Context: an optimization exercise on an open-source flow, tuned for small area, a short achievable clock period and few clock cycles. The choices shown serve that exercise and are no tape-out recipe. In this exercise RTL edits were held to simulation tests only and were not proved equivalent to the original.

birch:
==> flow/design.v (excerpt) <==
module two_rate_three_color_meter_core (
  input  logic                                clk,
  input  logic                                rst,
  input  logic                                cfg_we,
  input  logic [trtcm_pkg::CfgIdxW-1:0]       cfg_index,
  input  logic [trtcm_pkg::WordW-1:0]         cfg_data,
  input  logic                                s_tvalid,
  output logic                                s_tready,
  input  logic [trtcm_pkg::InDataW-1:0]       s_tdata,   
  output logic                                m_tvalid,
  input  logic                                m_tready,
  output logic [trtcm_pkg::OutDataW-1:0]      m_tdata    
);
  localparam int W  = trtcm_pkg::WordW;
  localparam int LW = trtcm_pkg::LenW;
  localparam int QD = 6;                  
  logic [W-1:0] peak_period, peak_rate, comm_period, comm_rate, peak_burst, comm_burst;
  logic         count_bytes;
  logic [W-1:0] cfg_wd;
  assign cfg_wd = rst ? '0 : cfg_data;
  always_ff @(posedge clk) begin
    if (rst || (cfg_we && cfg_index == trtcm_pkg::CFG_PEAK_PERIOD)) peak_period <= cfg_wd;
    if (rst || (cfg_we && cfg_index == trtcm_pkg::CFG_PEAK_RATE))   peak_rate   <= cfg_wd;
    if (rst || (cfg_we && cfg_index == trtcm_pkg::CFG_COMM_PERIOD)) comm_period <= cfg_wd;
    if (rst || (cfg_we && cfg_index == trtcm_pkg::CFG_COMM_RATE))   comm_rate   <= cfg_wd;
    if (rst || (cfg_we && cfg_index == trtcm_pkg::CFG_PEAK_BURST))  peak_burst  <= cfg_wd;
    if (rst || (cfg_we && cfg_index == trtcm_pkg::CFG_COMM_BURST))  comm_burst  <= cfg_wd;
    if (rst || (cfg_we && cfg_index == trtcm_pkg::CFG_COUNT_BYTES)) count_bytes <= cfg_wd[0];
  end
  logic peak_zero, comm_zero;
  assign peak_zero = (peak_period == '0);
  assign comm_zero = (comm_period == '0);
  logic          i_v, d_v, e_v;
  logic          i_take, d_take, e_fin;
  ...
For scale: ~160 I/O pins, ~120000 sq um of cells after synthesis.
export LEC_CHECK = 0
export CAP_MARGIN = 20
export CORE_MARGIN = 2
export CORE_UTILIZATION = 40
export SETUP_SLACK_MARGIN = 5
export SLEW_MARGIN = 20
create_clock -name core_clock -period 11.0 [get_ports {clk}]
run.sh (not shown) runs the stock make flow with config.mk's settings and CLKGATE_MAP_FILE= SYNTH_SCRIPT=/design/flow/synth_recipe.tcl, a recipe that flattens the netlist after the stock synthesis.
Testbench counts of birch, summed over its fixed seeds: cycles 2,825.
Changes in cedar relative to birch:
--- a/flow/design.v
+++ b/flow/design.v
@@ -93,21 +93,21 @@
   assign fast = (delta[W-1:FW] == '0) && (rem[W-1:FW] == '0) &&
                 (period[W-1:FW-3] == '0) && !ge4 && !zmode;
   logic [W:0]   dsub;
   logic         fits, fits4;
   logic [W:0]   hsum;
   logic [W-1:0] ha, hb;
   assign dsub  = {1'b0, rem} - {1'b0, dv};
   assign fits  = ~dsub[W];
   assign fits4 = (dv[W-1:W-4] == '0) && (rem >= {dv[W-5:0], 4'b0});
   always_comb begin
-    if (start) begin
+    if (bst == B_DONE) begin
       ha = {rate[W-2:0], 1'b0};
       hb = rate;
     end else if (bst == B_ADD) begin
       ha = rem;
       hb = dv;
     end else begin
       ha = {acc[W-2:0], 1'b0};
       hb = rate;
     end
   end
@@ -120,53 +120,40 @@
     if ((ge3 && gb3) || (!ge3 && ge2 && gb2) || (!ge2 && gb1)) begin
       top2     = hsum[W-1:0];
       top2_sat = rate[W-1] | hsum[W];
     end
   end
   always_ff @(posedge clk) begin
     if (rst) begin
       bst <= B_DONE;
       rem <= '0;
     end else if (start) begin
-      acc  <= '0;
-      asat <= 1'b0;
+      dv   <= !fast ? delta : ge3 ? {period[W-2:0], 1'b0} : period;
+      lvl  <= ge3 ? 6'd1 : 6'd0;
+      acc  <= !ge0 ? '0 : ge1 ? top2 : rate;
+      asat <= ge1 & top2_sat;
       if (fast) begin
-        if (!ge0) begin
-          rem <= W'(fe);
-        end else if (ge1) begin
-          acc  <= top2;
-          asat <= top2_sat;
-          if (ge3) begin
-            rem <= W'(gb3 ? b3[FW:0] : a3[FW:0]);
-            dv  <= {period[W-2:0], 1'b0};
-            lvl <= 6'd1;
-            bst <= B_DIV;
-          end else if (ge2) begin
-            rem <= W'(gb2 ? b2[FW:0] : a2[FW:0]);
-            dv  <= period;
-            lvl <= 6'd0;
-            bst <= B_DIV;
-          end else begin
-            rem <= W'(gb1 ? b1[FW:0] : a1[FW:0]);
-          end
-        end else begin
-          acc <= rate;
-          rem <= W'(a0[FW:0]);
-        end
+        if (!ge0)     rem <= W'(fe);
+        else if (ge3) rem <= W'(gb3 ? b3[FW:0] : a3[FW:0]);
+        else if (ge2) rem <= W'(gb2 ? b2[FW:0] : a2[FW:0]);
+        else if (ge1) rem <= W'(gb1 ? b1[FW:0] : a1[FW:0]);
+        else          rem <= W'(a0[FW:0]);
+        if (ge2) bst <= B_DIV;
       end else begin
-        dv  <= delta;
         bst <= B_ADD;
       end
     end else begin
       case (bst)
         B_ADD: begin
-          rem <= hsum[W-1:0];
+          acc  <= '0;
+          asat <= 1'b0;
+          rem  <= hsum[W-1:0];
           dv  <= period;
           lvl <= '0;
           bst <= zmode ? B_DONE : B_GROW;
         end
         B_GROW: begin
           if (fits4) begin
             dv  <= {dv[W-5:0], 4'b0};
             lvl <= lvl + 6'd4;
           end else if (fits) begin
             if (dv[W-1]) begin
@@ -314,21 +301,21 @@
   end
   logic peak_zero, comm_zero;
   assign peak_zero = (peak_period == '0);
   assign comm_zero = (comm_period == '0);
   logic          i_v, d_v, e_v;
   logic          i_take, d_take, e_fin;
   logic          busy_p, busy_c;
   logic [2:0]    resv;
   logic          pop;
   assign e_fin  = e_v & ~busy_p & ~busy_c;
-  assign d_take = d_v & (~e_v | e_fin);
+  assign d_take = d_v & ~busy_p & ~busy_c;
   assign i_take = i_v & (~d_v | d_take);
   assign s_tready = (~i_v | i_take) & (resv != 3'(QD));
   logic [W-1:0]  i_now;
   logic [LW-1:0] i_len;
   always_ff @(posedge clk) begin
     if (rst) i_v <= 1'b0;
     else if (s_tready) i_v <= s_tvalid;
     else if (i_take) i_v <= 1'b0;
   end
   always_ff @(posedge clk) begin
Findings:
- Relative to birch, via density per instance has decreased by about 1.1% in cedar.
- The placeable core region on cedar is in line with that on birch.
- In cedar relative to birch, top fanout value on the critical path had gone up by more than half.
- Taking birch as the reference point, the area share of and/or/nand/nor cells after synthesis of cedar rises by 0.68 points.
- cedar against birch: count of clock-buffer cells in the layout now sits higher, clock buffer count from CTS now sits lower, layout cell share with drive strength beyond 1 now sits lower, portion of the clock cycle consumed by the worst path in the final layout now sits lower, utilization now sits lower.
- Final critical path time including I/O delays and setup: cedar vs birch down 0.15 ns
Testbench counts of cedar, summed over its fixed seeds: cycles 2,825.

==> port drivers added, routing unchanged <==
In the flow no input, the clock included, has a driving cell. The finished layouts below were timed again as built, in two steps.
Step 1 sets driving cells, clkbuf_16 on the clock port and buf_2 on the other inputs (assumed; they add their load-dependent delay and slew).
Step 2, shift: input delay + t, output delay - t, t = (earliest + latest rising clock arrival at the registers) / 2. This alone moves slack from input paths to output paths.
Slacks: ideal / step 1 / step 2; pairs: ideal / step 1.
run	t (ns)	setup slack, ns	worst hold slack (ns)	clock arrival spread, ns	cell pins on the clock port's net
birch	0.950	4.910 / 4.910 / 4.910	0.418 / 0.418 / 0.418	0.084 / 0.084	1
cedar	0.943	5.060 / 5.060 / 5.060	0.422 / 0.422 / 0.422	0.062 / 0.062	1
After both steps every run listed still meets setup and hold.
